Background: an optimization exercise with open tools, aiming at small area, a short achievable clock period and few clock cycles. Do not read the settings as production practice.
In this exercise RTL edits were held to simulation tests only and were not proved equivalent to the original.
Power and IR drop assume default switching activity.

### flow/constraint.sdc
create_clock -name core_clock -period 4.5 [get_ports {clk_i}]
set_input_delay 0.9000 -clock core_clock [delete_from_list [all_inputs] [get_ports {clk_i}]]
set_output_delay 0.9000 -clock core_clock [all_outputs]
set_load 0.01 [all_outputs]
### flow/run.sh
#!/bin/bash
# synth_recipe.tcl (not shown) runs the flow's synth.tcl, then flattens the netlist and writes it again
# the make line also repeats each setting of config.mk as NAME=value (left out here)
make -C /OpenROAD-flow-scripts/flow DESIGN_CONFIG=/design/flow/config.mk WORK_HOME=/design/flow/orfs CLKGATE_MAP_FILE= SYNTH_SCRIPT=/design/flow/synth_recipe.tcl finish
### flow/config.mk
export PLATFORM = sky130hd
export DESIGN_NAME = signed_int_to_decimal_ascii_top
export DESIGN_NICKNAME = signed_int_to_decimal_ascii_top
export VERILOG_FILES = /design/flow/design.v
export SDC_FILE = /design/flow/constraint.sdc
export NUM_CORES = 4
export LEC_CHECK = 0
export ABC_AREA = 1
export CAP_MARGIN = 20
export CORE_MARGIN = 2
export CORE_UTILIZATION = 40
export SETUP_SLACK_MARGIN = 1.8
export SLEW_MARGIN = 20
### flow/design.v
`timescale 1ns / 1ps
package sitda_pkg;
  localparam int unsigned VALUE_BITS_DEF = 32;
  localparam int unsigned CHAR_W         = 8;
  localparam int unsigned BCD_W          = 38;
  function automatic logic [3:0] dig_dbl(input logic [2:0] r, input logic c);
    logic [3:0] o;
    o[3] = ~((~r[2] & ~r[1]) | (~r[0] & ~c));
    o[2] = (r[2] & c) | (r[1] & ~r[0] & ~c);
    o[1] = (~r[2] & r[0] & c) | (~r[1] & r[0] & ~c);
    o[0] = ~((~r[2] & ~r[1] & ~c) | (r[1] & c));
    dig_dbl = o;
  endfunction
  function automatic logic [BCD_W-1:0] bcd_dbl(input logic [BCD_W-1:0] b, input logic c);
    logic [BCD_W-1:0] o;
    logic [3:0]       t;
    o[3:0] = dig_dbl(b[2:0], c);
    for (int i = 1; i < 9; i++) begin
      o[4*i +: 4] = dig_dbl(b[4*i +: 3], b[4*i-1]);
    end
    t = dig_dbl({1'b0, b[37:36]}, b[35]);
    o[37:36] = t[1:0];
    bcd_dbl = o;
  endfunction
  function automatic logic [BCD_W-1:0] dabble4(input logic [BCD_W-1:0] b,
                                               input logic [3:0] n);
    logic [BCD_W-1:0] r;
    r = b;
    for (int s = 3; s >= 0; s--) begin
      r = bcd_dbl(r, n[s]);
    end
    dabble4 = r;
  endfunction
  function automatic logic [7:0] nib_code(input logic [3:0] n);
    logic       hi;
    logic [3:0] m;
    logic       q;
    logic [2:0] r;
    hi = n >= 4'd10;
    m  = hi ? n - 4'd10 : n;
    q  = m >= 4'd5;
    r  = q ? 3'(m - 4'd5) : m[2:0];
    nib_code = {3'b000, hi, q, r == 3'd4, r[1] & ~r[2], (r[0] | r[2])};
  endfunction
  function automatic logic [3:0] dig_inc(input logic [3:0] d);
    logic [3:0] o;
    o[3] = d[3] ^ d[2];
    o[2] = ~d[2] & d[1] & d[0];
    o[1] = ~d[2] & (d[1] ^ d[0]);
    o[0] = ~d[2] & (~d[0] | d[1]);
    dig_inc = o;
  endfunction
  function automatic logic [3:0] dig_bin(input logic [3:0] d);
    logic [3:0] v;
    v = {1'b0, d[2], d[1], d[0] & ~d[2]};
    dig_bin = d[3] ? v + 4'd5 : v;
  endfunction
endpackage
`timescale 1ns / 1ps
module signed_int_to_decimal_ascii_top #(
  parameter int unsigned VALUE_BITS = sitda_pkg::VALUE_BITS_DEF
) (
  input  logic                         clk_i,
  input  logic                         rst_ni,
  input  logic                         in_valid_i,
  output logic                         in_ready_o,
  input  logic signed [VALUE_BITS-1:0] value_i,
  output logic                         out_valid_o,
  input  logic                         out_ready_i,
  output logic [sitda_pkg::CHAR_W-1:0] char_code_o,
  output logic                         last_char_o
);
  localparam int unsigned BcdW = sitda_pkg::BCD_W;
  localparam int unsigned PartW = 33;
  typedef struct packed {
    logic [3:0] n;
    logic       first;
    logic       last;
    logic       neg;
  } nib_t;
  typedef struct packed {
    logic       minus;
    logic [3:0] dig;
    logic       last;
  } och_t;
  logic            f_act_q;   
  logic [7:0]      fptr_q;    
  logic            h_v_q;     
  nib_t            h_q;
  logic            t_v_q;     
  nib_t            t_q;
  logic            cneg_q;    
  logic            czero_q;   
  logic            esingle_q;  
  logic            elast_q;   
  logic [PartW-1:0] bcd_q;
  logic            ebusy_q;
  logic            efirst_q;  
  logic            enegp_q;   
  logic            einc_q;    
  logic [9:0]      p1h_q;     
  logic [BcdW-1:0] dig_q;
  logic            o0_v_q;    
  och_t            o0_q;
  logic        neg;
  logic [31:0] u;
  logic [7:0]  flag;          
  logic [7:0]  first1h;       
  logic [7:0]  sel;
  nib_t        fnib;
  assign neg = value_i[VALUE_BITS-1];
  assign u   = value_i ^ {32{neg}};
  always_comb begin
    flag[0] = 1'b0;
    flag[1] = 1'b1;
    for (int j = 2; j < 8; j++) begin
      flag[j] = |u[4*j +: 4];
    end
    for (int j = 0; j < 8; j++) begin
      first1h[j] = flag[j] && !(|(flag & (8'hFF << (j+1))));
    end
  end
  assign sel = f_act_q ? fptr_q : first1h;
  always_comb begin
    for (int b = 0; b < 4; b++) begin
      logic [7:0] mb;
      for (int j = 0; j < 8; j++) begin
        mb[j] = u[4*j+b];
      end
      fnib.n[b] = |(mb & sel);
    end
    fnib.first = !f_act_q;
    fnib.last  = sel[0];
    fnib.neg   = neg;
  end
  logic [9:0] nz;             
  logic [9:0] nine;           
  logic [9:0] cin;            
  logic [9:0] top1h;          
  logic [9:0] etop1h;         
  logic [9:0] esel;
  logic [3:0] edig;
  logic       ecin;
  logic       take;
  logic       e_last;
  logic       e_free;
  logic       emit_now;
  och_t       ech;
  always_comb begin
    for (int d = 0; d < 9; d++) begin
      nz[d]   = |dig_q[4*d +: 4];
      nine[d] = dig_q[4*d +: 4] == 4'b1101;
    end
    nz[9]   = |dig_q[36 +: 2];
    nine[9] = 1'b0;
    for (int d = 1; d < 10; d++) begin
      top1h[d] = nz[d] && !(|(nz & (10'h3FF << (d+1))));
    end
    top1h[0] = !(|nz[9:1]);
    cin[0] = einc_q;
    for (int d = 1; d < 10; d++) begin
      cin[d] = einc_q && (&(nine | (10'h3FF << d)));
    end
    etop1h[0] = top1h[0] && !cin[1];
    for (int d = 1; d < 9; d++) begin
      etop1h[d] = (top1h[d] && !cin[d+1]) || (top1h[d-1] && cin[d]);
    end
    etop1h[9] = top1h[9] || (top1h[8] && cin[9]);
  end
  assign esel = efirst_q ? etop1h : p1h_q;
  always_comb begin
    for (int b = 0; b < 4; b++) begin
      logic [9:0] db;
      for (int d = 0; d < 9; d++) begin
        db[d] = dig_q[4*d+b];
      end
      db[9] = (b < 2) ? dig_q[36+b] : 1'b0;
      edig[b] = |(db & esel);
    end
    ecin = |(cin & esel);
  end
  assign take     = !o0_v_q || out_ready_i;
  assign emit_now = ebusy_q && take;
  assign e_last   = elast_q;
  assign e_free   = !ebusy_q || (take && elast_q);
  assign ech.minus = enegp_q;
  assign ech.dig   = ecin ? sitda_pkg::dig_inc(edig) : edig;
  assign ech.last = e_last;
  logic            finish;
  logic            start_t;
  logic            cons1;
  logic            cons2;
  logic            cons_any;
  logic [3:0]      hnib;
  logic [3:0]      tnib;
  logic [BcdW-1:0] bcd_nx;
  logic [7:0]      hcode;
  logic [7:0]      tcode;
  assign finish   = h_v_q && h_q.last && e_free;
  assign start_t  = finish && t_v_q && t_q.first;
  assign cons2    = start_t;
  assign cons1    = h_v_q && (!h_q.last || e_free) && !start_t;
  assign cons_any = h_v_q && (!h_q.last || e_free);
  assign hnib     = h_q.n;
  assign hcode    = sitda_pkg::nib_code(hnib);
  assign tnib     = t_q.n;
  assign tcode    = sitda_pkg::nib_code(tnib);
  assign bcd_nx   = sitda_pkg::dabble4({{(BcdW-PartW){1'b0}}, bcd_q}, hnib);
  logic fetch;
  logic f_is_last;
  assign f_is_last  = f_act_q && fptr_q[0];
  logic ir_q;
  logic f_act_d;
  logic fptr0_d;
  logic t_v_d;
  assign in_ready_o = ir_q;
  assign f_act_d    = fetch ? !f_is_last : f_act_q;
  assign fptr0_d    = fetch ? sel[1] : fptr_q[0];
  assign t_v_d      = cons2 ? 1'b0 :
                      (cons1 || !h_v_q) ? (t_v_q && fetch) : (t_v_q || fetch);
  assign fetch      = in_valid_i && (f_is_last ? !t_v_q : (!t_v_q || cons_any));
  always_ff @(posedge clk_i or negedge rst_ni) begin
    if (!rst_ni) begin
      f_act_q <= 1'b0;
      ir_q    <= 1'b0;
      h_v_q   <= 1'b0;
      t_v_q   <= 1'b0;
      ebusy_q <= 1'b0;
      o0_v_q  <= 1'b0;
    end else begin
      f_act_q <= f_act_d;
      ir_q    <= f_act_d && fptr0_d && !t_v_d;
      t_v_q   <= t_v_d;
      if (cons2) begin
        h_v_q <= fetch;
      end else if (cons1 || !h_v_q) begin
        h_v_q <= t_v_q || fetch;
      end
      if (finish) begin
        ebusy_q <= 1'b1;
      end else if (emit_now && e_last) begin
        ebusy_q <= 1'b0;
      end
      if (take) begin
        o0_v_q <= emit_now;
      end
    end
  end
  always_ff @(posedge clk_i) begin
    if (fetch) begin
      fptr_q <= sel >> 1;
    end
    if (cons2) begin
      h_q <= fnib;
    end else if (cons1 || !h_v_q) begin
      h_q <= t_v_q ? t_q : fnib;
      if (t_v_q) begin
        t_q <= fnib;
      end
    end else if (fetch) begin
      t_q <= fnib;
    end
    if (start_t || (h_v_q && !h_q.last)) begin
      bcd_q <= h_q.first ? {{(PartW-8){1'b0}}, hcode} :
               h_q.last  ? {{(PartW-8){1'b0}}, tcode} : bcd_nx[PartW-1:0];
    end
    if (start_t) begin
      cneg_q  <= t_q.neg;
      czero_q <= tnib == 4'd0;
    end else if (h_v_q && h_q.first) begin
      cneg_q  <= h_q.neg;
      czero_q <= hnib == 4'd0;
    end else if (h_v_q && !h_q.last) begin
      czero_q <= czero_q && (hnib == 4'd0);
    end
    if (finish) begin
      dig_q     <= bcd_nx;
      efirst_q  <= 1'b1;
      enegp_q   <= cneg_q;
      einc_q    <= cneg_q;
      esingle_q <= czero_q && (hnib < (cneg_q ? 4'd9 : 4'd10));
      elast_q   <= !cneg_q && czero_q && (hnib < 4'd10);
    end else if (emit_now) begin
      if (enegp_q) begin
        enegp_q <= 1'b0;
        elast_q <= esingle_q;
      end else begin
        efirst_q <= 1'b0;
        p1h_q    <= esel >> 1;
        elast_q  <= esel[1];
      end
    end
    if (emit_now) begin
      o0_q <= ech;
    end
  end
  assign out_valid_o = o0_v_q;
  assign char_code_o = o0_q.minus ? 8'h2D : {4'h3, sitda_pkg::dig_bin(o0_q.dig)};
  assign last_char_o = o0_q.last;
endmodule
==> flow_summary_export.csv, run 1 <==
group,metric,value,unit
setup_path,r2r-start,"dig_q[17]",
synthesis,synth-async-reset-ratio,5.00,%
clock_network,cts_buffers,17,
synthesis,synth_top_area_cell,"edfxtp_1",
floorplanning,die-width,149,µm
floorplanning,die_h,149,µm
setup_path,slowest_stage,"edfxtp_1",
grt,grt_max_degree,44,
sta,hold_viol_final,0,
clock_network,htree_levels,4,
drt,drt-initial-drc-count,368,
floorplanning,fp.coreArea,20400,µm²
hold_path,hold_depth,0,
synthesis,synth_ff_type,"edfxtp_1",
sta,final.setup.tns,0,ns
sta,min_period,2.56,ns
drt,drtAntennaViolNets,0,
setup_path,crit_family,"buffers and inverters",
synthesis,ys_types,52,
synthesis,synth.ff_latch_count,120,
sta,max_freq,391,MHz
synthesis,avgSynthCellArea,7.35,µm²
grt,grt_pass1_vias,6873,
drt,routed_wl,18.7,mm
synthesis,ys_seq_area_share,42.5,%
synthesis,syn-cell-area,8390,µm²
grt,grt_pass1_wl,31.3,mm
setup_path,critPathKind,"flop to output port",
finish,fill_cells,1998,
clock_network,numClockSinks,120,
setup_path,worstSetupEndpointType,"output port",
sta,report.final.slew_viol_count,0,
floorplanning,rows,52,
setup_path,critPathRequiredTime,3.60,ns
placed_design,port_buffers,43,
pwr,power_density,748,nW/µm²
clock_network,cts_max_path_buffers,2,
floorplanning,start_util,41.1,%
setup_path,r2r-end,"o0_q[4]",
drt,drc,0,
sta,timing.final.ws_setup,1.94,ns
pwr,p_total,7.28,mW
drt,drt-pass1-iter-count,5,
sta,grt_setup_unrepaired,"no",
finish,n_antenna_cell,0,
clock_network,clk_transition_reported_paths,0.05,ns
setup_path,max_stage_delay,0.38,ns
hold_path,holdPathEnd,"einc_q",
grt,track_usage,17.8,%
setup_path,path_buf_inv,3,
floorplanning,io_pins,47,
synthesis,synthTopCellsByArea,"edfxtp_1, nand2_1, inv_1",
setup_path,r2r_slack,2.07,ns
clock_network,clock_latency,0.41,ns
status,status,"no timing/DRC/antenna violations",
setup_path,arrival,1.66,ns
sta,worstMarginPinSlew,0.840,ns
setup_path,reg2regPathDepth,16,
finish,regArea,3560,µm²
hold_path,hp-start,"cneg_q",
pwr,power.leakage,4.33,nW
sta,maxSlewHeadroom,43.9,%
setup_path,startpoint_type,"flop",
synthesis,synthDominantCellAreaShare,40.5,%
setup_path,cp_max_fo,3,
clock_network,cts_hold_buffers,0,
finish,multiInputGateArea,4110,µm²
synthesis,synth_edf_count,113,
finish,num-nets-final,1231,
placed_design,dp_hpwl,14.8,mm
synthesis,synthesis.instances,1141,
finish,syn_to_final_growth,16.0,%
sta,timing.final.crit_share,56.9,%
job,maxCapViolations,0,
clock_network,root_buffer,"clkbuf_16",
placed_design,pre_cts_slack,1.21,ns
synthesis,yosys_warnings,1,
sta,setup_violations,0,
clock_network,cts_tree,"built",
placed_design,gp_congestion,0.913,
drt,vias_per_cell,4.88,
setup_path,path_cells,"inv_1, nand2_1, inv_1, ha_1, nor2_1, nor2_1, dlygate4sd2_1",
grt,overflow,0,
hold_path,hp-class,"flop to flop",
drt,wire_per_inst,12.8,µm
drt,vias,7164,
finish,drive_gt1_share,8.59,%
floorplanning,dieArea,22100,µm²
pwr,irDropWorstVdd,0.286,mV
sta,finClkSkew,0.00648,ns
grt,antenna_found_initial,0,
stage by stage:
stage	area (µm²)	hold WS (ns)	utilization (%)	instances
2_1_floorplan	8500	0.454	-	1142
6_report	9730	0.495	47.6	1469
3_5_place_dp	9140	0.489	44.8	1437
5_1_grt	9730	0.515	47.6	1469
4_1_cts	9720	0.503	47.6	1468
3_3_place_gp	9140	0.481	44.8	1437
report_power, final:
part	leakage (nW)	switching, mW	total [mW]	internal, mW
sequential	1.16	0.293	2.20	1.90
clock	0.272	0.462	1.32	0.856
combinational	2.89	2.52	3.76	1.24
cell usage after synthesis (all sizes together), types with 2 or more instances:
master    n
or2      21
xor2     24
ha        8
inv     182
nand3   104
nor4      6
o21a      2
nor3     17
o21ai   106
xnor2     5
edfxtp  113
nand2   293
nand4     9
buf      14
and2      3
nand3b    5
o22ai     5
clkbuf    6
a21boi    4
a21oi    51
nor2    144
dfrtp     6
conb      2
area by class of cell:
cell class                      count  share of cell area (%)
Multi-Input combinational cell    819                    42.2
Sequential cell                   120                    36.6
Inverter                          183                    7.27
Timing Repair Buffer               46                    4.58
Clock buffer                       20                    4.49
Tap cell                          270                    3.47
Clock inverter                     11                    1.35
repair_timing:
action                                  4_1_cts  5_1_grt
buffers inserted                              0        1
gates cloned                                  0        0
endpoints found under the setup margin       23        4
resized for setup                             5        4
cells in the final DEF (no fill, tap or decap), drive strengths merged, types with 5 or more instances in the layout:
| cell type | n |
|---|---|
| edfxtp | 113 |
| or2 | 21 |
| clkbuf | 21 |
| clkinv | 7 |
| ha | 8 |
| xor2 | 24 |
| a21oi | 51 |
| nor4 | 6 |
| nand3 | 104 |
| dfrtp | 6 |
| o21ai | 106 |
| nand3b | 5 |
| nor2 | 144 |
| nand2 | 293 |
| o22ai | 5 |
| nor3 | 17 |
| xnor2 | 5 |
| nand4 | 9 |
| clkdlybuf4s50 | 38 |
| inv | 181 |
cells by family after synthesis:
family | count (synthesis) | synth area share [%]
AOI/OAI and AO/OA | 175 | 11.2
and+or+nand+nor | 604 | 32.2
other | 2 | 0.0895
adders and majority gates | 8 | 1.19
DFF | 120 | 42.5
buffers and inverters | 203 | 9.71
xor gates and xnor gates | 29 | 3.03
sequential cells by signal, indices dropped and copies added, names as in the netlist, 6 cells and up:
name and count:
dig_q 38, bcd_q 33, p1h_q 9, fptr_q 7, h_q 7, t_q 7
o0_q 6
layer usage:
layer	vias up	part of all wire (%)	track usage (%)
met5	-	0	0
met4	0	2.2	6.81
met2	102	51	32.7
li1	3821	-	-
met3	30	2.8	3.88
met1	3211	44	20.2
worst max-delay path by stage:
stage,slack (ns),cells after the start,start,endpoint
4_1_cts,1.82,4,o0_q[3],char_code_o[0]
2_1_floorplan,1.21,8,out_ready_i,t_q[0]
3_5_place_dp,1.21,9,out_ready_i,t_q[6]
5_1_grt,1.81,7,o0_q[3],char_code_o[1]
6_report,1.94,7,o0_q[3],char_code_o[1]
3_3_place_gp,1.25,9,out_ready_i,t_q[3]
Testbench counts, summed over its fixed seeds: cycles 75,110.
==> inputs of run 2 (changes only) <==
--- a/flow/config.mk
+++ b/flow/config.mk
@@ -10,4 +10,4 @@
 export CORE_MARGIN = 2
 export CORE_UTILIZATION = 40
-export SETUP_SLACK_MARGIN = 1.8
+export SETUP_SLACK_MARGIN = 2.0
 export SLEW_MARGIN = 20
==> run 2 against run 1 <==
  * Still clean on timing, DRC and antenna
  * Utilization grew 1.6 points
  * Register-to-register slack improved by 0.14 ns
  * Hold slack better by 0.012 ns
  * Sequential share of layout area fell by 1.2 points
  * Non-clock buffer count increased by 11
  * Cell count increased by 0.82%
  * Maximum frequency is 5.7% higher
  * Sequential cell count stayed put
  * Global-route usage shrank 0.15 points
  * Count of clock-buffer cells in the layout fell by 2
  * Cell area increased by 3.4%
  * Critical path type unchanged
==> flow_summary_export.csv, run 2 <==
group,metric,value,unit
synthesis,synth_ff_type,"edfxtp_1",
sta,final.setup.tns,0,ns
setup_path,reg2regPathDepth,16,
grt,grt_max_degree,44,
pwr,power.leakage,4.49,nW
setup_path,path_cells,"inv_1, clkdlybuf4s50_1",
clock_network,root_buffer,"clkbuf_16",
synthesis,synth_top_area_cell,"edfxtp_1",
setup_path,slowest_stage,"clkdlybuf4s50_1",
drt,drt-pass1-iter-count,5,
pwr,power_density,745,nW/µm²
setup_path,arrival,1.52,ns
clock_network,cts_tree,"built",
sta,setup_violations,0,
sta,finClkSkew,0.00687,ns
setup_path,cp_max_fo,4,
clock_network,clock_latency,0.42,ns
synthesis,ys_seq_area_share,42.5,%
finish,reg_top3,"dig_q x38, bcd_q x33, p1h_q x9",
synthesis,syn-cell-area,8390,µm²
grt,overflow,0,
synthesis,yosys_warnings,1,
finish,num-nets-final,1242,
grt,grt_pass1_wl,30.9,mm
setup_path,startpoint,"o0_q[5]",
setup_path,crit_path_end,"char_code_o[4]",
sta,worstMarginPinSlew,0.561,ns
finish,n_antenna_cell,0,
synthesis,synthTopCellsByArea,"edfxtp_1, nand2_1, inv_1",
drt,vias_per_cell,4.88,
placed_design,dp_hpwl,14.6,mm
sta,max_freq,413,MHz
setup_path,r2r-end,"o0_q[1]",
finish,drive_gt1_share,12.6,%
clock_network,cts_hold_buffers,0,
setup_path,max_stage_delay,0.57,ns
drt,drtAntennaViolNets,0,
setup_path,startpoint_type,"flop",
drt,vias,7230,
hold_path,hp-class,"flop to flop",
floorplanning,fp.coreArea,20400,µm²
drt,routed_wl,18.8,mm
finish,largest_register_ffs,38,
grt,antenna_found_initial,0,
finish,syn_to_final_growth,20.0,%
drt,wire_per_inst,12.7,µm
status,status,"no timing/DRC/antenna violations",
synthesis,avgSynthCellArea,7.35,µm²
clock_network,cts_buffers,17,
synthesis,synth-async-reset-ratio,5.00,%
floorplanning,die-width,149,µm
setup_path,r2r_slack,2.21,ns
clock_network,clk_transition_reported_paths,0.05,ns
finish,final_cell_mix,"nand2_1, inv_1, nor2_1",
drt,drc,0,
clock_network,numClockSinks,120,
pwr,irDropWorstVdd,0.226,mV
setup_path,critPathKind,"flop to output port",
sta,report.final.slew_viol_count,0,
floorplanning,rows,52,
synthesis,synth_most_common_cell,"nand2_1",
synthesis,synth.ff_latch_count,120,
floorplanning,die_h,149,µm
synthesis,synth_edf_count,113,
sta,maxSlewHeadroom,62.6,%
sta,timing.final.crit_share,53.8,%
synthesis,synthDominantCellAreaShare,40.5,%
job,maxCapViolations,0,
sta,min_period,2.42,ns
sta,grt_setup_unrepaired,"yes",
finish,regMostFlops,"dig_q",
setup_path,worstSetupEndpointType,"output port",
synthesis,ys_types,52,
floorplanning,dieArea,22100,µm²
synthesis,synthesis.instances,1141,
setup_path,r2r-start,"dig_q[9]",
setup_path,critPathRequiredTime,3.60,ns
drt,drt-initial-drc-count,384,
clock_network,cts_max_path_buffers,2,
placed_design,gp_congestion,0.909,
clock_network,htree_levels,4,
pwr,p_total,7.49,mW
floorplanning,io_pins,47,
placed_design,port_buffers,43,
grt,grt_pass1_vias,6772,
synthesis,synthTopCellsByCount,"nand2_1, inv_1, nor2_1",
finish,final_common_cell,"nand2_1",
grt,track_usage,17.7,%
floorplanning,start_util,41.1,%
sta,hold_viol_final,0,
run 2: cell counts after synthesis:
No cell type changed its count.
run 2: worst max-delay path: cells and delay by family (launching register included):
| family | cells | cell delay (ns) |
|---|---|---|
| flip-flops | 1 | 0.42 |
| buffers and inverters | 2 | 0.69 |
run 2: logic make-up (layout without fill, tap and decap cells):
kind of cell    after synthesis  count (layout)  synth area share (%)
xor+xnor                     29              29                  3.03
fa+ha+maj                     8               8                  1.19
flops                       120             120                  42.5
buf+inv                     203             272                  9.71
simple gates                604             604                  32.2
other cells                   2               3                0.0895
compound gates              175             175                  11.2
run 2: metrics by stage:
stage               area [µm²]  utilization [%]  hold WS (ns)  std cells  setup WS [ns]
floorplan                 8500                -         0.454       1142           1.21
global placement          9140             44.8         0.484       1437           1.24
detailed placement        9140             44.8         0.493       1437           1.20
CTS                       9780             47.9         0.510       1470           1.91
global route             10100             49.3         0.526       1481           1.98
finish                   10100             49.3         0.507       1481           2.08
run 2: worst min path at each step:
stage,endpoint,slack (ns),from,cells after the start
2_1_floorplan,einc_q,0.45,cneg_q,0
5_1_grt,einc_q,0.53,cneg_q,0
6_report,o0_v_q,0.51,ebusy_q,2
3_5_place_dp,o0_v_q,0.49,ebusy_q,2
4_1_cts,einc_q,0.51,cneg_q,0
3_3_place_gp,einc_q,0.48,cneg_q,0
run 2: metal layers:
metal,track usage (%),vias up,wire length [µm]
li1,-,3833,-
met1,20.2,3254,8240
met2,32.1,111,9490
met3,3.55,32,582
met4,7.67,0,504
met5,0,-,0
run 2: report_power, final:
part	internal [mW]	switching, mW
sequential	1.90	0.290
combinational	1.28	2.56
clock	0.975	0.478
run 2: what timing repair did:
item | CTS | global route
pin swaps | 0 | 17
gates resized for setup | 11 | 56
endpoints found under the setup margin | 76 | 30
setup buffers | 1 | 10
run 2: final cells by class:
class / count / area [µm²]
Multi-Input combinational cell: 819 / 4280
Tap cell: 270 / 338
Sequential cell: 120 / 3560
Clock buffer: 18 / 429
Inverter: 183 / 703
Timing Repair Buffer: 57 / 543
Clock inverter: 14 / 204
Fill cell: 1996 / 10400
==> inputs of run 3 (changes only) <==
==> flow/flow/run.sh (new file) <==
#!/bin/bash
# The standard layout, with buf_1 cells as the port buffers instead of the default choice.
# Each step's full output goes to a log file of its own in this folder.
set -euo pipefail
bash standard.sh synth > synth.log 2>&1
bash standard.sh "BUFFER_PORTS_ARGS=-buffer_cell sky130_fd_sc_hd__buf_1" finish > layout.log 2>&1
==> flow/standard.sh (new file) <==
#!/bin/bash
# synth_recipe.tcl (not shown) runs the flow's synth.tcl, then flattens the netlist and writes it again
# the make line also repeats each setting of config.mk as NAME=value (left out here)
make -C /OpenROAD-flow-scripts/flow DESIGN_CONFIG=/design/flow/config.mk WORK_HOME=/design/flow/orfs CLKGATE_MAP_FILE= SYNTH_SCRIPT=/design/flow/synth_recipe.tcl "${@:-finish}"
--- a/flow/config.mk
+++ b/flow/config.mk
@@ -10,4 +10,4 @@
 export CORE_MARGIN = 2
 export CORE_UTILIZATION = 40
-export SETUP_SLACK_MARGIN = 2.0
+export SETUP_SLACK_MARGIN = 2.2
 export SLEW_MARGIN = 20
removed: flow/run.sh
==> run 3 against run 2 <==
  * Still clean
  * Global-route usage grew 0.34 points
  * Die area did not move
  * Via count increased by 4.6%
  * Setup slack improved by 0.046 ns
  * Routed wire length up 6.7%
  * Sequential power hardly changed
  * First-iteration DRC count is 2.9% higher
  * Critical endpoint is now char_code_o[1]
  * Highest routed layer unchanged
==> flow_summary_export.csv, run 3 <==
group,metric,value,unit
clock_network,numClockSinks,120,
placed_design,gp_congestion,0.890,
finish,finish.utilization,51.3,%
sta,report.final.slew_viol_count,0,
finish,final_common_cell,"nand2_1",
setup_path,r2r-end,"o0_q[2]",
clock_network,cts_tree,"built",
synthesis,synth_most_common_cell,"nand2_1",
setup_path,crit_path_end,"char_code_o[1]",
setup_path,cp_max_fo,3,
finish,num-nets-final,1283,
clock_network,cts_buffers,17,
synthesis,synthTopCellsByArea,"edfxtp_1, nand2_1, inv_1",
drt,vias,7560,
hold_path,hp-class,"input port to async pin",
sta,final.setup.tns,0,ns
grt,antenna_found_initial,0,
pwr,power.leakage,4.65,nW
placed_design,dp_hpwl,14.6,mm
drt,drt-initial-drc-count,395,
synthesis,avgSynthCellArea,7.35,µm²
sta,worstMarginPinSlew,1.03,ns
finish,regArea,3570,µm²
clock_network,clock_latency,0.42,ns
floorplanning,dieArea,22100,µm²
job,maxCapViolations,0,
drt,vias_per_cell,4.97,
pwr,p_total,7.75,mW
finish,syn_to_final_growth,25.0,%
finish,fill_cells,1932,
synthesis,synth_ff_type,"edfxtp_1",
grt,overflow,0,
synthesis,synthDominantCellAreaShare,40.5,%
synthesis,synth.ff_latch_count,120,
pwr,irDropWorstVdd,0.228,mV
floorplanning,die-width,149,µm
setup_path,startpoint_type,"flop",
floorplanning,io_pins,47,
drt,drt-pass1-iter-count,7,
grt,grt_pass1_vias,6787,
placed_design,pre_cts_slack,1.28,ns
setup_path,arrival,1.47,ns
synthesis,synth_edf_count,113,
finish,regMostFlops,"dig_q",
placed_design,placed_cell_area,8900,µm²
setup_path,critPathRequiredTime,3.60,ns
synthesis,syn-cell-area,8390,µm²
floorplanning,start_util,41.1,%
drt,wire_per_inst,13.2,µm
sta,finClkSkew,0.00642,ns
finish,drive_gt1_share,21.2,%
finish,reg_top3,"dig_q x38, bcd_q x33, p1h_q x9",
status,status,"no timing/DRC/antenna violations",
synthesis,ys_seq_area_share,42.5,%
pwr,power_density,739,nW/µm²
clock_network,root_buffer,"clkbuf_16",
grt,track_usage,18.0,%
clock_network,cts_max_path_buffers,2,
floorplanning,rows,52,
drt,routed_wl,20.1,mm
finish,multiInputGateArea,4650,µm²
setup_path,r2r-start,"dig_q[36]",
clock_network,cts_hold_buffers,0,
floorplanning,fp.coreArea,20400,µm²
synthesis,synth_top_area_cell,"edfxtp_1",
sta,hold_viol_final,0,
sta,min_period,2.37,ns
clock_network,htree_levels,4,
setup_path,reg2regPathDepth,16,
sta,setup_violations,0,
finish,largest_register_ffs,38,
setup_path,startpoint,"o0_q[3]",
sta,grt_setup_unrepaired,"yes",
setup_path,r2r_slack,2.27,ns
sta,timing.final.ws_setup,2.13,ns
placed_design,port_buffers,43,
sta,timing.final.crit_share,52.8,%
floorplanning,die_h,149,µm
grt,grt_pass1_wl,31.7,mm
synthesis,synthesis.instances,1141,
finish,final_area,10500,µm²
setup_path,worstSetupEndpointType,"output port",
finish,n_antenna_cell,0,
synthesis,synthTopCellsByCount,"nand2_1, inv_1, nor2_1",
drt,drtAntennaViolNets,0,
setup_path,critPathKind,"flop to output port",
synthesis,synth-async-reset-ratio,5.00,%
synthesis,yosys_warnings,1,
finish,final_cell_mix,"nand2_1, inv_1, edfxtp_1",
grt,grt_max_degree,44,
synthesis,ys_types,52,
drt,drc,0,
sta,maxSlewHeadroom,31.2,%
sta,max_freq,421,MHz
clock_network,clk_transition_reported_paths,0.05,ns
## run 3: how the worst min path moves through the flow
| stage | start | slack, ns | depth (start not counted) | end |
|---|---|---|---|---|
| 6_report | rst_ni | 0.34 | 1 | t_v_q |
| 5_1_grt | rst_ni | 0.35 | 1 | ebusy_q |
| 4_1_cts | rst_ni | 0.32 | 1 | f_act_q |
| 3_5_place_dp | cneg_q | 0.49 | 0 | einc_q |
| 3_3_place_gp | cneg_q | 0.47 | 0 | einc_q |
| 2_1_floorplan | cneg_q | 0.45 | 0 | einc_q |
## run 3: kinds of logic (layout without fill, tap and decap cells)
kind of cell    count (synthesis)  count (layout)  share of synthesized area [%]
flops                         120             120                           42.5
other cells                     2               3                         0.0895
xor+xnor                       29              29                           3.03
buf+inv                       203             313                           9.71
fa+ha+maj                       8               8                           1.19
compound gates                175             175                           11.2
simple gates                  604             604                           32.2
## run 3: metrics by stage
stage,hold WS (ns),cells
6_report,0.337,1522
5_1_grt,0.346,1522
4_1_cts,0.325,1478
3_5_place_dp,0.485,1437
3_3_place_gp,0.472,1437
2_1_floorplan,0.454,1142
## run 3: cell type report
cell class / count / area share [%]
Tap cell: 270 / 3.22
Timing Repair Buffer: 98 / 5.95
Clock buffer: 17 / 4.06
Clock inverter: 15 / 1.67
Multi-Input combinational cell: 819 / 44.3
Sequential cell: 120 / 34.0
Inverter: 183 / 6.80
## run 3: worst max-delay path, stage by stage, from the launching register on
cell      delay (ns)
edfxtp_1        0.40
inv_2           0.08
nand2_2         0.06
inv_2           0.06
ha_4            0.18
nor2_1          0.08
nor2_1          0.05
buf_2           0.14
## run 3: layer usage
metal  share of wire [%]  global-route usage, %
met1                  43                   21.1
met2                  52                   32.5
met3                 3.3                   3.52
met4                 2.4                   7.10
met5                   0                      0
## run 3: power breakdown
| group | switching (mW) | internal [mW] | total, mW |
|---|---|---|---|
| Sequential | 0.300 | 1.90 | 2.20 |
| Combinational | 2.73 | 1.43 | 4.16 |
| Clock | 0.518 | 0.871 | 1.39 |
| Total | 3.55 | 4.20 | 7.75 |
## run 3: timing repair
item                       in CTS  in global routing
resized for setup              24                135
pin swaps                       6                 49
buffers inserted                9                 43
cloned                          0                  1
setup endpoints to repair      44                 67
==> inputs of run 4 (changes only) <==
--- a/flow/config.mk
+++ b/flow/config.mk
@@ -10,4 +10,4 @@
 export CORE_MARGIN = 2
 export CORE_UTILIZATION = 40
-export SETUP_SLACK_MARGIN = 2.2
+export SETUP_SLACK_MARGIN = 2.4
 export SLEW_MARGIN = 20
==> run 4 against run 3 <==
  * Critical path type unchanged
  * Sequential power is 2% higher
  * Synthesized cell count unchanged
  * Non-clock buffer count grew 49
  * Clock power shrank 4%
  * Register-to-register slack barely moved
  * Area after synthesis is the same
  * Utilization is 6.1 points higher
  * Highest routed layer unchanged
  * Critical path depth shrank 1
  * Total power increased by 15%
  * Routed wire length is 12% higher
  * Sequential cell count stayed put
==> flow_summary_export.csv, run 4 <==
group,metric,value,unit
status,status,"no timing/DRC/antenna violations",
clock_network,cts_hold_buffers,0,
placed_design,placed_cell_area,8900,µm²
sta,report.final.slew_viol_count,0,
drt,drt-initial-drc-count,363,
drt,drtAntennaViolNets,0,
clock_network,clk_transition_reported_paths,0.06,ns
sta,max_freq,413,MHz
finish,syn_to_final_growth,40.0,%
drt,drc,0,
sta,setup_violations,0,
synthesis,yosys_warnings,1,
sta,final.setup.tns,0,ns
pwr,irDropWorstVdd,0.302,mV
sta,finClkSkew,0.0137,ns
setup_path,critPathKind,"flop to output port",
synthesis,ys_types,52,
floorplanning,die_h,149,µm
finish,multiInputGateArea,5430,µm²
sta,worstMarginPinSlew,0.585,ns
grt,track_usage,19.2,%
drt,routed_wl,22.5,mm
setup_path,reg2regPathDepth,17,
clock_network,htree_levels,4,
floorplanning,rows,52,
sta,hold_viol_final,0,
pwr,power.leakage,5.06,nW
finish,drive_gt1_share,38.0,%
synthesis,synth_most_common_cell,"nand2_1",
setup_path,worstSetupEndpointType,"output port",
floorplanning,dieArea,22100,µm²
finish,final_cell_mix,"nand2_1, inv_1, edfxtp_1",
sta,grt_setup_unrepaired,"yes",
synthesis,synthTopCellsByArea,"edfxtp_1, nand2_1, inv_1",
synthesis,synthTopCellsByCount,"nand2_1, inv_1, nor2_1",
drt,drt-pass1-iter-count,5,
setup_path,cp_max_fo,3,
grt,grt_pass1_vias,7219,
pwr,power_density,760,nW/µm²
finish,regArea,3570,µm²
job,maxCapViolations,0,
finish,num-nets-final,1332,
setup_path,arrival,1.52,ns
clock_network,cts_max_path_buffers,2,
grt,grt_pass1_wl,33.5,mm
clock_network,cts_buffers,17,
drt,vias_per_cell,5.10,
finish,final_area,11700,µm²
synthesis,synthesis.instances,1141,
sta,min_period,2.42,ns
clock_network,clock_latency,0.42,ns
clock_network,cts_tree,"built",
floorplanning,start_util,41.1,%
clock_network,root_buffer,"clkbuf_16",
setup_path,critPathRequiredTime,3.60,ns
floorplanning,io_pins,47,
finish,reg_top3,"dig_q x38, bcd_q x33, p1h_q x9",
grt,antenna_found_initial,0,
setup_path,startpoint_type,"flop",
hold_path,hp-class,"input port to async pin",
clock_network,numClockSinks,120,
floorplanning,fp.coreArea,20400,µm²
setup_path,r2r-end,"o0_q[1]",
finish,fill_cells,1766,
placed_design,gp_congestion,0.893,
finish,largest_register_ffs,38,
finish,regMostFlops,"dig_q",
placed_design,port_buffers,43,
synthesis,synth_edf_count,113,
synthesis,synth_top_area_cell,"edfxtp_1",
drt,vias,8017,
setup_path,r2r_slack,2.26,ns
synthesis,syn-cell-area,8390,µm²
synthesis,synth-async-reset-ratio,5.00,%
grt,overflow,0,
synthesis,synth_ff_type,"edfxtp_1",
placed_design,dp_hpwl,14.7,mm
synthesis,synthDominantCellAreaShare,40.5,%
synthesis,ys_seq_area_share,42.5,%
grt,grt_max_degree,44,
sta,maxSlewHeadroom,61.0,%
finish,n_antenna_cell,0,
setup_path,r2r-start,"dig_q[9]",
floorplanning,die-width,149,µm
finish,final_common_cell,"nand2_1",
synthesis,avgSynthCellArea,7.35,µm²
drt,wire_per_inst,14.3,µm
synthesis,synth.ff_latch_count,120,
sta,timing.final.crit_share,53.7,%
-- run 4: area by class of cell --
type / count / share of cell area (%)
Tap cell: 270 / 2.88
Multi-Input combinational cell: 819 / 46.3
Sequential cell: 120 / 30.4
Inverter: 183 / 6.06
Timing Repair Buffer: 147 / 9.38
Clock buffer: 27 / 4.74
Clock inverter: 5 / 0.277
-- run 4: worst max-delay path by stage --
| stage | start | endpoint | slack [ns] | cells past startpoint |
|---|---|---|---|---|
| 2_1_floorplan | out_ready_i | t_q[0] | 1.21 | 8 |
| 3_3_place_gp | value_i[31] | h_q[4] | 1.32 | 13 |
| 3_5_place_dp | value_i[31] | h_q[5] | 1.26 | 11 |
| 4_1_cts | o0_q[3] | char_code_o[1] | 2.12 | 7 |
| 5_1_grt | o0_q[1] | char_code_o[1] | 2.01 | 6 |
| 6_report | o0_q[1] | char_code_o[1] | 2.08 | 6 |
-- run 4: report_power, final --
group	switching (mW)	total [mW]	internal [mW]
combinational	3.35	5.35	2.00
sequential	0.333	2.24	1.91
clock	0.489	1.33	0.846
-- run 4: per-layer routing --
metal | GRT usage, % | share of wire (%)
met5 | 0 | 0
met4 | 8.24 | 2.3
met3 | 4.10 | 3.0
met2 | 34.2 | 54
met1 | 22.2 | 41
-- run 4: worst max-delay path, stage by stage, from the launching register on --
cell      delay (ns)
edfxtp_1        0.42
nand2_4         0.11
inv_2           0.04
ha_4            0.25
nor2_2          0.03
nor2_1          0.09
buf_2           0.15
-- run 4: per-stage QoR --
stage	utilization, %	hold slack (ns)	worst slack (ns)	power, mW	std cells
after floorplan	-	0.454	1.21	5.06	1142
after global placement	43.6	0.473	1.32	5.88	1437
after detailed placement	43.6	0.491	1.26	5.93	1437
after CTS	51.2	0.334	2.12	7.71	1524
after global routing	57.5	0.364	2.01	9.65	1571
final	57.5	0.346	2.08	8.92	1571
-- run 4: kinds of logic (layout without fill, tap and decap cells) --
| group | count (synthesis) | count (layout) | share of synthesized area [%] |
|---|---|---|---|
| other cells | 2 | 3 | 0.0895 |
| buf+inv | 203 | 362 | 9.71 |
| simple gates | 604 | 604 | 32.2 |
| fa+ha+maj | 8 | 8 | 1.19 |
| xor+xnor | 29 | 29 | 3.03 |
| compound gates | 175 | 175 | 11.2 |
| flops | 120 | 120 | 42.5 |
-- run 4: timing repair --
action	4_1_cts	5_1_grt
gates cloned	2	2
buffers inserted	53	44
gates resized for setup	148	281
pin swaps	61	116
endpoints found under the hold margin	0	0
setup endpoints to repair	131	126
==> inputs of run 5 (changes only) <==
--- a/flow/config.mk
+++ b/flow/config.mk
@@ -10,4 +10,5 @@
 export CORE_MARGIN = 2
 export CORE_UTILIZATION = 40
-export SETUP_SLACK_MARGIN = 2.4
+export PLACE_DENSITY = 0.7
+export SETUP_SLACK_MARGIN = 2.0
 export SLEW_MARGIN = 20
==> run 5 against run 4 <==
  * Utilization down 10 points
  * Sequential share of layout area up 6.5 points
  * Non-clock buffer count down 91
  * Register-to-register slack worse by 0.12 ns
  * Routed wire length down 15%
  * Combinational power down 29%
  * Die area unchanged
  * Critical path depth up 1
  * Sequential power down 2%
  * Setup slack worse by 0.013 ns
  * Via count down 7.2%
  * First-iteration DRC count up 7.7%
  * Critical endpoint unchanged
==> flow_summary_export.csv, run 5 <==
group,metric,value,unit
sta,timing.final.crit_share,54.0,%
finish,finish.utilization,47.3,%
sta,worstMarginPinSlew,1.05,ns
synthesis,synthDominantCellAreaShare,40.5,%
grt,antenna_found_initial,0,
job,maxCapViolations,0,
drt,drt-pass1-iter-count,6,
drt,routed_wl,19.0,mm
sta,finClkSkew,0.00802,ns
grt,grt_util_met2,31.6,%
floorplanning,die_h,149,µm
synthesis,synth-async-reset-ratio,5.00,%
clock_network,cts_tree,"built",
grt,grt_max_degree,44,
synthesis,synth_compound_area_share,11.2,%
finish,num-nets-final,1241,
setup_path,cp_max_fo,3,
drt,wire_per_inst,12.9,µm
hold_path,hp-class,"input port to async pin",
synthesis,synthesis.instances,1141,
placed_design,placed_cell_area,8880,µm²
sta,hold_viol_final,0,
synthesis,synth_top_family_by_area,"simple AND/OR/NAND/NOR gates",
setup_path,max_stage_delay,0.43,ns
setup_path,arrival,1.53,ns
finish,syn_to_final_growth,15.3,%
sta,report.final.slew_viol_count,0,
placed_design,port_buffers,43,
pwr,irDropWorstVdd,0.265,mV
setup_path,critPathRequiredTime,3.60,ns
synthesis,ys_types,52,
placed_design,gp_congestion,0.917,
grt,grt_pass1_wl,31.5,mm
synthesis,synth_edf_count,113,
grt,busiest_layer,"met2",
setup_path,critPathKind,"flop to output port",
finish,final_common_cell,"nand2_1",
synthesis,synth.ff_latch_count,120,
clock_network,clock_latency,0.42,ns
floorplanning,start_util,41.1,%
grt,track_usage,17.7,%
synthesis,avgSynthCellArea,7.35,µm²
grt,grtUsageMet3,3.30,%
floorplanning,die-width,149,µm
clock_network,cts_hold_buffers,0,
synthesis,synth_most_common_cell,"nand2_1",
sta,grt_setup_unrepaired,"yes",
sta,min_period,2.43,ns
finish,regMostFlops,"dig_q",
finish,final_cell_mix,"nand2_1, inv_1, nor2_1",
finish,final_area,9670,µm²
synthesis,synthTopCellsByCount,"nand2_1, inv_1, nor2_1",
setup_path,path_cells,"inv_2, nand2_2, inv_2, ha_4, nor2_1, nor2_1, buf_2",
setup_path,slowest_stage,"edfxtp_1",
synthesis,syn-cell-area,8390,µm²
sta,max_freq,411,MHz
setup_path,worstSetupEndpointType,"output port",
synthesis,muxShareOfSynthArea,0,%
sta,maxSlewHeadroom,29.6,%
floorplanning,io_pins,47,
grt,grt_pass1_vias,6980,
sta,setup_violations,0,
pwr,power.leakage,4.31,nW
floorplanning,fp.coreArea,20400,µm²
drt,drc,0,
grt,globalRouteMet1Util,20.9,%
finish,fill_cells,1955,
floorplanning,rows,52,
synthesis,synth_xor_area_share,3.03,%
synthesis,synth_ff_type,"edfxtp_1",
floorplanning,dieArea,22100,µm²
drt,drt-initial-drc-count,391,
clock_network,root_buffer,"clkbuf_16",
status,status,"no timing/DRC/antenna violations",
sta,final.setup.tns,0,ns
synthesis,synth_top_area_cell,"edfxtp_1",
synthesis,ys_seq_area_share,42.5,%
grt,overflow,0,
synthesis,synth_fa_ha_area_share,1.19,%
synthesis,yosys_warnings,1,
clock_network,numClockSinks,120,
drt,drtAntennaViolNets,0,
finish,largest_register_ffs,38,
finish,reg_top3,"dig_q x38, bcd_q x33, p1h_q x9",
pwr,power_density,768,nW/µm²
setup_path,startpoint_type,"flop",
clock_network,clk_transition_reported_paths,0.06,ns
placed_design,dp_hpwl,14.5,mm
finish,drive_gt1_share,11.5,%
clock_network,cts_buffers,17,
drt,vias,7443,
finish,n_antenna_cell,0,
synthesis,synthSimpleGateAreaFrac,32.2,%
drt,vias_per_cell,5.03,
clock_network,cts_max_path_buffers,2,
synthesis,synthTopCellsByArea,"edfxtp_1, nand2_1, inv_1",
clock_network,htree_levels,4,
[run 5: cells by family (layout without fill, tap and decap cells)]
kind of cell	count (synthesis)	after routing
buffers and inverters	203	271
other	2	3
AND/OR/NAND/NOR	604	604
flip-flops	120	120
AO/OA/AOI/OAI	175	175
adder cells (fa/ha/maj)	8	8
XOR/XNOR	29	29
[run 5: where the power goes]
group          total, mW  internal [mW]  switching, mW
Sequential          2.20           1.90          0.296
Combinational       3.81           1.24           2.57
Clock               1.42          0.884          0.539
[run 5: worst paths after layout]
check | depth (start not counted) | slack (ns) | start | to
max in group asynchronous | 1 | 3.90 | rst_ni | o0_v_q
hold reg to reg | 0 | 0.50 | enegp_q | o0_q[5]
hold / removal | 1 | 0.35 | rst_ni | t_v_q
setup / recovery | 7 | 2.07 | o0_q[3] | char_code_o[1]
min in group core_clock | 0 | 0.50 | enegp_q | o0_q[5]
setup reg to reg | 16 | 2.14 | dig_q[13] | o0_q[1]
[run 5: critical path, delay by kind of cell (launching register included)]
family                   cells  cell delay (ns)
flip-flops                   1             0.43
buffers and inverters        3             0.29
AND/OR/NAND/NOR              3             0.20
adder cells (fa/ha/maj)      1             0.19
[run 5: layer usage]
layer,vias to the layer above,share of wire [%]
met5,-,0
met1,3381,43
met4,0,2.9
li1,3838,-
met3,43,4.0
met2,181,51
[run 5: stage by stage]
stage	setup WS (ns)	power (mW)	hold WS, ns	instances
after floorplan	1.21	5.05	0.454	1142
after global placement	1.38	5.81	0.476	1437
after detailed placement	1.29	5.93	0.492	1437
after CTS	2.01	7.38	0.343	1469
after global routing	1.96	8.15	0.360	1480
final	2.07	7.43	0.352	1480
[run 5: area by class of cell]
class | instances | area [µm²] | share of cell area, %
clock buffers | 17 | 425 | 4.40
flip-flops and latches | 120 | 3560 | 36.9
repair buffers | 56 | 279 | 2.89
multi-input cells | 819 | 4170 | 43.1
inverters | 183 | 703 | 7.27
well taps | 270 | 338 | 3.49
clock inverters | 15 | 191 | 1.98
[run 5: repair_timing]
item | 4_1_cts | 5_1_grt
endpoints found under the setup margin | 18 | 27
gates resized for setup | 6 | 26
setup buffers | 0 | 11
pin swaps | 0 | 5
==> inputs of run 6 (changes only) <==
--- a/flow/config.mk
+++ b/flow/config.mk
@@ -10,5 +10,4 @@
 export CORE_MARGIN = 2
 export CORE_UTILIZATION = 40
-export PLACE_DENSITY = 0.7
 export SETUP_SLACK_MARGIN = 2.0
 export SLEW_MARGIN = 20
==> run 6 against run 5 <==
  * Combinational power hardly changed
  * Sequential share of layout area rose by 0.11 points
  * Setup slack improved by 0.034 ns
  * Global-route usage up 0.23 points
  * Largest cell class unchanged
==> flow_summary_export.csv, run 6 <==
group,metric,value,unit
hold_path,hp-class,"input port to async pin",
finish,drive_gt1_share,11.2,%
sta,final.setup.tns,0,ns
grt,grt_max_degree,44,
sta,min_period,2.40,ns
synthesis,avgSynthCellArea,7.35,µm²
setup_path,critPathKind,"flop to output port",
finish,reg_top3,"dig_q x38, bcd_q x33, p1h_q x9",
setup_path,arrival,1.50,ns
finish,num-nets-final,1235,
job,maxCapViolations,0,
drt,vias,7226,
synthesis,synth-async-reset-ratio,5.00,%
floorplanning,die_h,149,µm
setup_path,worstSetupEndpointType,"output port",
finish,final_cell_mix,"nand2_1, inv_1, nor2_1",
drt,drt-pass1-iter-count,5,
floorplanning,rows,52,
sta,finClkSkew,0.00714,ns
setup_path,r2r_slack,2.20,ns
setup_path,cp_max_fo,3,
synthesis,synth_edf_count,113,
synthesis,synth_top_area_cell,"edfxtp_1",
clock_network,cts_tree,"built",
finish,n_antenna_cell,0,
setup_path,r2r-end,"bcd_q[2]",
synthesis,synthTopCellsByCount,"nand2_1, inv_1, nor2_1",
grt,track_usage,17.9,%
floorplanning,fp.coreArea,20400,µm²
drt,wire_per_inst,12.8,µm
sta,whs,0.346,ns
drt,vias_per_cell,4.90,
sta,maxSlewHeadroom,59.2,%
grt,grt_pass1_wl,31.4,mm
floorplanning,dieArea,22100,µm²
pwr,power_density,767,nW/µm²
sta,timing.final.ws_setup,2.10,ns
sta,timing.final.crit_share,53.3,%
setup_path,critPathRequiredTime,3.60,ns
floorplanning,start_util,41.1,%
pwr,power.leakage,4.26,nW
clock_network,cts_buffers,17,
clock_network,root_buffer,"clkbuf_16",
drt,drt-initial-drc-count,400,
synthesis,yosys_warnings,1,
sta,hold_viol_final,0,
clock_network,clk_transition_reported_paths,0.06,ns
status,status,"no timing/DRC/antenna violations",
finish,final_common_cell,"nand2_1",
placed_design,dp_hpwl,14.6,mm
clock_network,numClockSinks,120,
placed_design,pre_cts_slack,1.29,ns
setup_path,startpoint_type,"flop",
sta,max_freq,417,MHz
synthesis,synth_most_common_cell,"nand2_1",
finish,syn_to_final_growth,15.0,%
synthesis,syn-cell-area,8390,µm²
finish,largest_register_ffs,38,
synthesis,ys_seq_area_share,42.5,%
finish,finish.utilization,47.2,%
finish,fill_cells,2004,
grt,antenna_found_initial,0,
sta,report.final.slew_viol_count,0,
synthesis,synthTopCellsByArea,"edfxtp_1, nand2_1, inv_1",
drt,drtAntennaViolNets,0,
grt,grt_pass1_vias,6836,
drt,routed_wl,18.9,mm
sta,setup_violations,0,
synthesis,synth.ff_latch_count,120,
sta,grt_setup_unrepaired,"yes",
synthesis,synth_ff_type,"edfxtp_1",
drt,drc,0,
floorplanning,io_pins,47,
synthesis,synthDominantCellAreaShare,40.5,%
floorplanning,die-width,149,µm
grt,overflow,0,
finish,regMostFlops,"dig_q",
placed_design,gp_congestion,0.903,
synthesis,synthesis.instances,1141,
pwr,irDropWorstVdd,0.252,mV
placed_design,port_buffers,43,
clock_network,clock_latency,0.42,ns
setup_path,reg2regPathDepth,10,
clock_network,cts_max_path_buffers,2,
sta,worstMarginPinSlew,0.610,ns
setup_path,r2r-start,"h_q[6]",
clock_network,htree_levels,4,
synthesis,ys_types,52,
==> run 6: worst max-delay path: stages (launching register included) <==
cell and delay, ns:
edfxtp_1 0.42, nand2_4 0.11, inv_4 0.04, ha_4 0.25
nor2_2 0.03, nor2_1 0.09, buf_2 0.14
==> run 6: cell families after synthesis <==
family / Yosys count / share of synthesized area (%)
flops: 120 / 42.5
other cells: 2 / 0.0895
simple gates: 604 / 32.2
fa+ha+maj: 8 / 1.19
compound gates: 175 / 11.2
xor+xnor: 29 / 3.03
buf+inv: 203 / 9.71
==> run 6: worst max path at each step <==
stage / cells past startpoint / start / end / slack (ns)
6_report: 6 / o0_q[1] / char_code_o[1] / 2.10
5_1_grt: 16 / dig_q[9] / o0_q[4] / 1.99
4_1_cts: 8 / o0_q[3] / char_code_o[2] / 2.00
3_5_place_dp: 11 / value_i[31] / h_q[3] / 1.29
3_3_place_gp: 10 / value_i[31] / h_q[6] / 1.33
2_1_floorplan: 8 / out_ready_i / t_q[0] / 1.21
==> run 6: through the flow <==
stage               total power, mW  std cells  area [µm²]
finish                         7.40       1474        9640
detailed placement             5.94       1437        8880
global route                   8.11       1474        9640
floorplan                      5.05       1142        8500
CTS                            7.36       1469        9490
global placement               5.88       1437        8880
==> run 6: final cells by class <==
class	instances	area (µm²)	area share (%)
Multi-Input combinational cell	819	4190	43.5
Sequential cell	120	3560	37.0
Inverter	183	709	7.36
Clock buffer	21	460	4.78
Tap cell	270	338	3.50
Timing Repair Buffer	50	229	2.37
Clock inverter	11	148	1.53
==> run 6: layer usage <==
metal,up-vias,track usage [%],part of all wire [%]
li1,3832,-,-
met2,128,32.7,51
met1,3234,20.5,44
met5,-,0,0
met3,32,3.94,3.2
met4,0,6.62,2.3
==> run 6: power by group <==
| part | internal [mW] | switching (mW) | leakage [nW] | total [mW] |
|---|---|---|---|---|
| Clock | 0.898 | 0.493 | 0.285 | 1.39 |
| Sequential | 1.90 | 0.299 | 1.16 | 2.20 |
| Combinational | 1.23 | 2.57 | 2.81 | 3.80 |
==> run 6: what timing repair did <==
item / in CTS / in global routing
pin swaps: 0 / 5
endpoints found under the setup margin: 19 / 27
buffers inserted: 0 / 5
resized for setup: 3 / 38
hold buffers: 0 / 0
==> inputs of run 7 (changes only) <==
--- a/flow/config.mk
+++ b/flow/config.mk
@@ -10,4 +10,5 @@
 export CORE_MARGIN = 2
 export CORE_UTILIZATION = 40
+export CTS_BUF_LIST = sky130_fd_sc_hd__clkbuf_8
 export SETUP_SLACK_MARGIN = 2.0
 export SLEW_MARGIN = 20
==> run 7 against run 6 <==
  * Die area unchanged
  * Register-to-register slack about the same
  * Critical path depth increased by 1
  * Critical path type unchanged
  * Global-route usage decreased by 0.19 points
  * Utilization shrank 0.85 points
  * Cell area is 1.8% lower
  * Combinational power hardly changed
  * Sequential power hardly changed
  * Routed wire length decreased by 0.83%
  * Critical endpoint unchanged
  * Area after synthesis unchanged
==> flow_summary_export.csv, run 7 <==
group,metric,value,unit
setup_path,max_stage_delay,0.42,ns
pwr,power.share.sequential,31.3,%
finish,syn_to_final_growth,12.9,%
floorplanning,io_pins,47,
grt,busiest_layer,"met2",
pwr,power_density,742,nW/µm²
sta,report.final.slew_viol_count,0,
clock_network,htree_levels,4,
placed_design,gp_congestion,0.903,
job,maxCapViolations,0,
synthesis,avgSynthCellArea,7.35,µm²
pwr,power_frac_clock,14.4,%
drt,wire_per_inst,12.7,µm
drt,drt-pass1-iter-count,5,
finish,final_common_cell,"nand2_1",
finish,num-nets-final,1237,
synthesis,ys_seq_area_share,42.5,%
drt,routed_wl,18.7,mm
sta,min_period,2.43,ns
finish,final_cell_mix,"nand2_1, inv_1, nor2_1",
placed_design,pre_cts_slack,1.29,ns
grt,grt_pass1_vias,6770,
grt,globalRouteMet1Util,20.5,%
placed_design,port_buffers,43,
drt,drt-initial-drc-count,410,
grt,track_usage,17.7,%
pwr,power.leakage,4.19,nW
setup_path,startpoint_type,"flop",
drt,drc,0,
floorplanning,die-width,149,µm
synthesis,synth_ff_type,"edfxtp_1",
synthesis,synth-async-reset-ratio,5.00,%
synthesis,yosys_warnings,1,
synthesis,synth.ff_latch_count,120,
sta,timing.final.crit_share,54.1,%
drt,drtAntennaViolNets,0,
synthesis,synthTopCellsByArea,"edfxtp_1, nand2_1, inv_1",
finish,drive_gt1_share,11.3,%
drt,vias,7215,
sta,hold_viol_final,0,
clock_network,cts_tree,"built",
sta,max_freq,411,MHz
sta,setup_violations,0,
pwr,intPower,3.71,mW
finish,reg_top3,"dig_q x38, bcd_q x33, p1h_q x9",
floorplanning,die_h,149,µm
finish,finish.utilization,46.3,%
pwr,power_switching,3.31,mW
placed_design,dp_hpwl,14.6,mm
setup_path,critPathKind,"flop to output port",
floorplanning,rows,52,
sta,worstMarginPinSlew,0.538,ns
synthesis,synth_most_common_cell,"nand2_1",
clock_network,cts_max_path_buffers,2,
grt,grt_util_met2,32.5,%
clock_network,cts_buffers,17,
sta,finClkSkew,0.0109,ns
grt,overflow,0,
setup_path,worstSetupEndpointType,"output port",
finish,n_antenna_cell,0,
synthesis,synthesis.instances,1141,
setup_path,cp_max_fo,3,
setup_path,path_cells,"inv_2, nand2_4, inv_4, ha_4, nor2_2, nor2_1, buf_2",
pwr,sw_frac_of_total,47.1,%
synthesis,synthDominantCellAreaShare,40.5,%
setup_path,arrival,1.53,ns
pwr,p_total,7.02,mW
setup_path,slowest_stage,"edfxtp_1",
grt,grt_pass1_wl,31.1,mm
floorplanning,start_util,41.1,%
clock_network,clk_transition_reported_paths,0.08,ns
floorplanning,dieArea,22100,µm²
finish,largest_register_ffs,38,
grt,grt_max_degree,44,
sta,final.setup.tns,0,ns
sta,grt_setup_unrepaired,"yes",
drt,vias_per_cell,4.89,
pwr,combPwrFrac,54.2,%
synthesis,synth_top_area_cell,"edfxtp_1",
synthesis,ys_types,52,
sta,timing.final.ws_setup,2.07,ns
grt,antenna_found_initial,0,
grt,grtUsageMet3,3.12,%
clock_network,numClockSinks,120,
finish,regMostFlops,"dig_q",
clock_network,root_buffer,"clkbuf_8",
setup_path,critPathRequiredTime,3.60,ns
status,status,"no timing/DRC/antenna violations",
hold_path,hp-class,"input port to async pin",
synthesis,synth_edf_count,113,
sta,maxSlewHeadroom,64.1,%
floorplanning,fp.coreArea,20400,µm²
clock_network,clock_latency,0.45,ns
synthesis,synthTopCellsByCount,"nand2_1, inv_1, nor2_1",
synthesis,syn-cell-area,8390,µm²
pwr,irDropWorstVdd,0.217,mV
==> run 7: kinds of logic after synthesis <==
kind of cell	after synthesis	share of synthesized area (%)
compound gates	175	11.2
xor+xnor	29	3.03
fa+ha+maj	8	1.19
simple gates	604	32.2
buf+inv	203	9.71
flops	120	42.5
other cells	2	0.0895
==> run 7: path summary, 6_finish.rpt <==
kind	from	endpoint	slack, ns	cells after the start
worst max register to register	h_q[6]	bcd_q[2]	2.19	10
worst min-delay path	rst_ni	f_act_q	0.31	1
worst max-delay path	o0_q[3]	char_code_o[1]	2.07	7
min in group core_clock	cneg_q	einc_q	0.51	0
worst min register to register	cneg_q	einc_q	0.51	0
max in group asynchronous	rst_ni	ebusy_q	3.94	1
==> run 7: layer usage <==
metal | wire, µm | vias up
met5 | 0 | -
met4 | 454 | 0
met3 | 520 | 28
met2 | 9420 | 103
met1 | 8300 | 3246
li1 | - | 3838
==> run 7: layout make-up <==
| type | instances | area [µm²] |
|---|---|---|
| clock buffers | 19 | 262 |
| clock inverters | 13 | 155 |
| fillers | 2019 | 11000 |
| inverters | 183 | 706 |
| multi-input cells | 819 | 4200 |
| flip-flops and latches | 120 | 3560 |
| well taps | 270 | 338 |
| repair buffers | 52 | 246 |
==> run 7: power by group through the flow <==
stage                     logic [mW]  clock network, mW  registers (mW)
after global placement          3.67                  0            2.22
after detailed placement        3.72                  0            2.22
after CTS                       3.74               1.04            2.20
after global routing            4.40               1.08            2.25
final                           3.81               1.01            2.20
after floorplan                 2.96                  0            2.09
==> run 7: worst max-delay path, delay by kind of cell, from the launching register on <==
kind / cells / cell delay, ns
buf+inv: 3 / 0.29
flops: 1 / 0.42
simple gates: 3 / 0.20
fa+ha+maj: 1 / 0.18
==> run 7: stage by stage <==
| step | hold WS, ns | std cells | cell area (µm²) |
|---|---|---|---|
| floorplan | 0.454 | 1142 | 8500 |
| global placement | 0.491 | 1437 | 8880 |
| detailed placement | 0.503 | 1437 | 8880 |
| CTS | 0.299 | 1469 | 9310 |
| global route | 0.318 | 1476 | 9470 |
| finish | 0.315 | 1476 | 9470 |
==> run 7: repair_timing <==
item	in CTS	in global routing
gates resized for setup	5	33
buffers inserted	0	6
pin swaps	1	5
setup endpoints to repair	11	33
hold buffers	0	0
==> inputs of run 8 (changes only) <==
--- a/flow/config.mk
+++ b/flow/config.mk
@@ -10,5 +10,6 @@
 export CORE_MARGIN = 2
 export CORE_UTILIZATION = 40
-export CTS_BUF_LIST = sky130_fd_sc_hd__clkbuf_8
+export CTS_BUF_LIST = sky130_fd_sc_hd__clkbuf_4
+export CTS_CLUSTER_SIZE = 25
 export SETUP_SLACK_MARGIN = 2.0
 export SLEW_MARGIN = 20
==> run 8 against run 7 <==
  * Total power is 3.1% lower
  * Utilization down 0.63 points
  * Sequential share of layout area up 0.52 points
  * Non-clock buffer count stayed put
  * Global-route usage shrank 0.083 points
  * Register-to-register slack got worse by 0.04 ns
  * Routed wire length is 0.10% higher
  * Clock skew grew 0.0064 ns
  * Sequential power about the same
  * Hold slack worse by 0.10 ns
  * Setup slack lost 0.094 ns
  * Sequential cell count did not move
  * Critical path type unchanged
  * Critical endpoint unchanged
==> flow_summary_export.csv, run 8 <==
group,metric,value,unit
sta,final.setup.tns,0,ns
synthesis,synth_edf_count,113,
sta,worstMarginPinSlew,0.572,ns
finish,regArea,3560,µm²
sta,finClkSkew,0.0173,ns
grt,grt_pass1_wl,31.0,mm
clock_network,htree_levels,4,
status,status,"no timing/DRC/antenna violations",
finish,final_cell_mix,"nand2_1, inv_1, nor2_1",
synthesis,avgSynthCellArea,7.35,µm²
setup_path,worstSetupEndpointType,"output port",
drt,vias_per_cell,4.90,
setup_path,arrival,1.63,ns
floorplanning,start_util,41.1,%
finish,finish.utilization,45.7,%
floorplanning,io_pins,47,
floorplanning,die_h,149,µm
finish,largest_register_ffs,38,
pwr,power.share.sequential,32.2,%
drt,highest_layer,"met4",
finish,fill_cells,2045,
sta,setup_violations,0,
pwr,power_frac_clock,11.8,%
clock_network,cts_max_path_buffers,2,
synthesis,synthDominantCellAreaShare,40.5,%
drt,vias,7247,
pwr,power.leakage,4.14,nW
finish,multiInputGateArea,4180,µm²
clock_network,cts_hold_buffers,0,
clock_network,cts_tree,"built",
clock_network,clk_transition_reported_paths,0.12,ns
setup_path,r2r-end,"bcd_q[2]",
pwr,sw_frac_of_total,48.1,%
grt,antenna_found_initial,1,
drt,drtAntennaViolNets,0,
grt,grt_max_degree,44,
sta,maxSlewHeadroom,61.6,%
floorplanning,fp.coreArea,20400,µm²
pwr,p_total,6.81,mW
synthesis,synth-async-reset-ratio,5.00,%
synthesis,synth_ff_type,"edfxtp_1",
finish,regMostFlops,"dig_q",
clock_network,clock_latency,0.53,ns
sta,report.final.slew_viol_count,0,
drt,drt-pass1-iter-count,5,
finish,reg_top3,"dig_q x38, bcd_q x33, p1h_q x9",
setup_path,critPathRequiredTime,3.60,ns
sta,hold_viol_final,0,
synthesis,syn-cell-area,8390,µm²
setup_path,critPathKind,"flop to output port",
setup_path,reg2regPathDepth,10,
sta,min_period,2.53,ns
pwr,power_density,729,nW/µm²
synthesis,synthTopCellsByCount,"nand2_1, inv_1, nor2_1",
sta,timing.final.crit_share,56.2,%
finish,num-nets-final,1237,
setup_path,r2r_slack,2.15,ns
floorplanning,die-width,149,µm
placed_design,gp_congestion,0.903,
synthesis,synthTopCellsByArea,"edfxtp_1, nand2_1, inv_1",
setup_path,startpoint,"o0_q[1]",
grt,overflow,0,
pwr,irDropWorstVdd,0.214,mV
hold_path,hp-class,"input port to async pin",
setup_path,startpoint_type,"flop",
drt,met1_length,8.25,mm
synthesis,synth_most_common_cell,"nand2_1",
grt,track_usage,17.6,%
clock_network,root_buffer,"clkbuf_4",
placed_design,dp_hpwl,14.6,mm
synthesis,yosys_warnings,1,
floorplanning,dieArea,22100,µm²
synthesis,synthesis.instances,1141,
drt,drc,0,
drt,drt-initial-drc-count,420,
drt,wire_per_inst,12.7,µm
sta,max_freq,396,MHz
synthesis,ys_seq_area_share,42.5,%
finish,syn_to_final_growth,11.4,%
clock_network,numClockSinks,120,
drt,routed_wl,18.7,mm
drt,wl_met2,9.51,mm
job,maxCapViolations,0,
setup_path,r2r-start,"h_q[6]",
synthesis,synth_top_area_cell,"edfxtp_1",
finish,final_common_cell,"nand2_1",
drt,route.met3.wl,549,µm
clock_network,cts_buffers,17,
pwr,combPwrFrac,56.0,%
floorplanning,rows,52,
placed_design,port_buffers,43,
finish,drive_gt1_share,11.4,%
pwr,power_switching,3.28,mW
pwr,intPower,3.53,mW
sta,grt_setup_unrepaired,"yes",
synthesis,synth.ff_latch_count,120,
synthesis,ys_types,52,
grt,grt_pass1_vias,6766,
setup_path,cp_max_fo,3,
==> run 8: cell counts after synthesis <==
No cell type changed its count.
==> run 8: power by group through the flow <==
stage | logic (mW) | clock network, mW | registers, mW
floorplan | 2.96 | 0 | 2.09
global placement | 3.67 | 0 | 2.22
detailed placement | 3.72 | 0 | 2.22
CTS | 3.75 | 0.824 | 2.19
global route | 4.40 | 0.867 | 2.24
finish | 3.81 | 0.805 | 2.19
==> run 8: logic make-up (layout without fill, tap and decap cells) <==
| group | count (synthesis) | count (layout) | synth area share [%] |
|---|---|---|---|
| XOR/XNOR | 29 | 29 | 3.03 |
| flip-flops | 120 | 120 | 42.5 |
| other | 2 | 5 | 0.0895 |
| AND/OR/NAND/NOR | 604 | 604 | 32.2 |
| adder cells (fa/ha/maj) | 8 | 8 | 1.19 |
| AO/OA/AOI/OAI | 175 | 175 | 11.2 |
| buffers and inverters | 203 | 267 | 9.71 |
==> run 8: layer usage <==
| layer | up-vias | track usage (%) |
|---|---|---|
| met2 | 124 | 32.2 |
| met1 | 3256 | 20.5 |
| met3 | 26 | 3.36 |
| met5 | - | 0 |
| li1 | 3841 | - |
| met4 | 0 | 6.71 |
==> run 8: worst max-delay path: stages, from the launching register on <==
cell and delay (ns):
edfxtp_1 0.44, nand2_4 0.11, inv_4 0.04, ha_4 0.25
nor2_2 0.03, nor2_1 0.09, buf_2 0.14
==> run 8: cell type report <==
cell class                 count  area share, %
clock buffer                  19           1.53
timing repair buffer          52           2.67
tap                          270           3.62
multi-input combinational    819           44.8
inverter                     183           7.56
antenna                        2         0.0536
sequential                   120           38.2
clock inverter                13           1.66
==> run 8: timing repair <==
item,4_1_cts,5_1_grt
resized for setup,9,28
pin swaps,3,5
endpoints found under the setup margin,10,16
setup buffers,1,5
==> run 8: worst max-delay path by stage <==
stage,end,depth (start not counted),slack (ns)
after floorplan,t_q[0],8,1.21
after global placement,h_q[6],10,1.33
after detailed placement,h_q[3],11,1.29
after CTS,char_code_o[1],7,1.93
after global routing,char_code_o[1],6,1.85
final,char_code_o[1],6,1.97
==> run 8: metrics by stage <==
stage / std cells / cell area, µm² / setup WS [ns] / hold slack, ns
after floorplan: 1142 / 8500 / 1.21 / 0.454
after global placement: 1437 / 8880 / 1.33 / 0.491
after detailed placement: 1437 / 8880 / 1.29 / 0.503
after CTS: 1470 / 9210 / 1.93 / 0.192
after global routing: 1478 / 9340 / 1.85 / 0.192
final: 1478 / 9340 / 1.97 / 0.215

==> port drivers added, routing unchanged <==
The results above use ideal ports. As a check the final layouts listed here were re-extracted and re-timed, cells and wires unchanged.
Step 1: set_driving_cell puts a clkbuf_16 on clk_i and a buf_2 on each other input, an assumption about the parent block.
Step 2, shift: input delay + t, output delay - t, t = (earliest + latest rising clock arrival at the registers) / 2. This alone moves slack from input paths to output paths.
a / b / c = ideal / step 1 / step 2; a / b = the first two.
run	shift t [ns]	slack for setup (ns)
run 1	0.455	1.941 / 1.895 / 1.594
run 2	0.460	2.080 / 2.034 / 1.665
run 3	0.466	2.126 / 2.078 / 1.765
run 4	0.461	2.081 / 2.034 / 1.723
run 5	0.451	2.069 / 2.030 / 1.650
run 6	0.465	2.103 / 2.054 / 1.676
run 7	0.480	2.067 / 2.028 / 1.656
run 8	0.565	1.973 / 1.935 / 1.537
After both steps setup and hold are still met in every run listed.
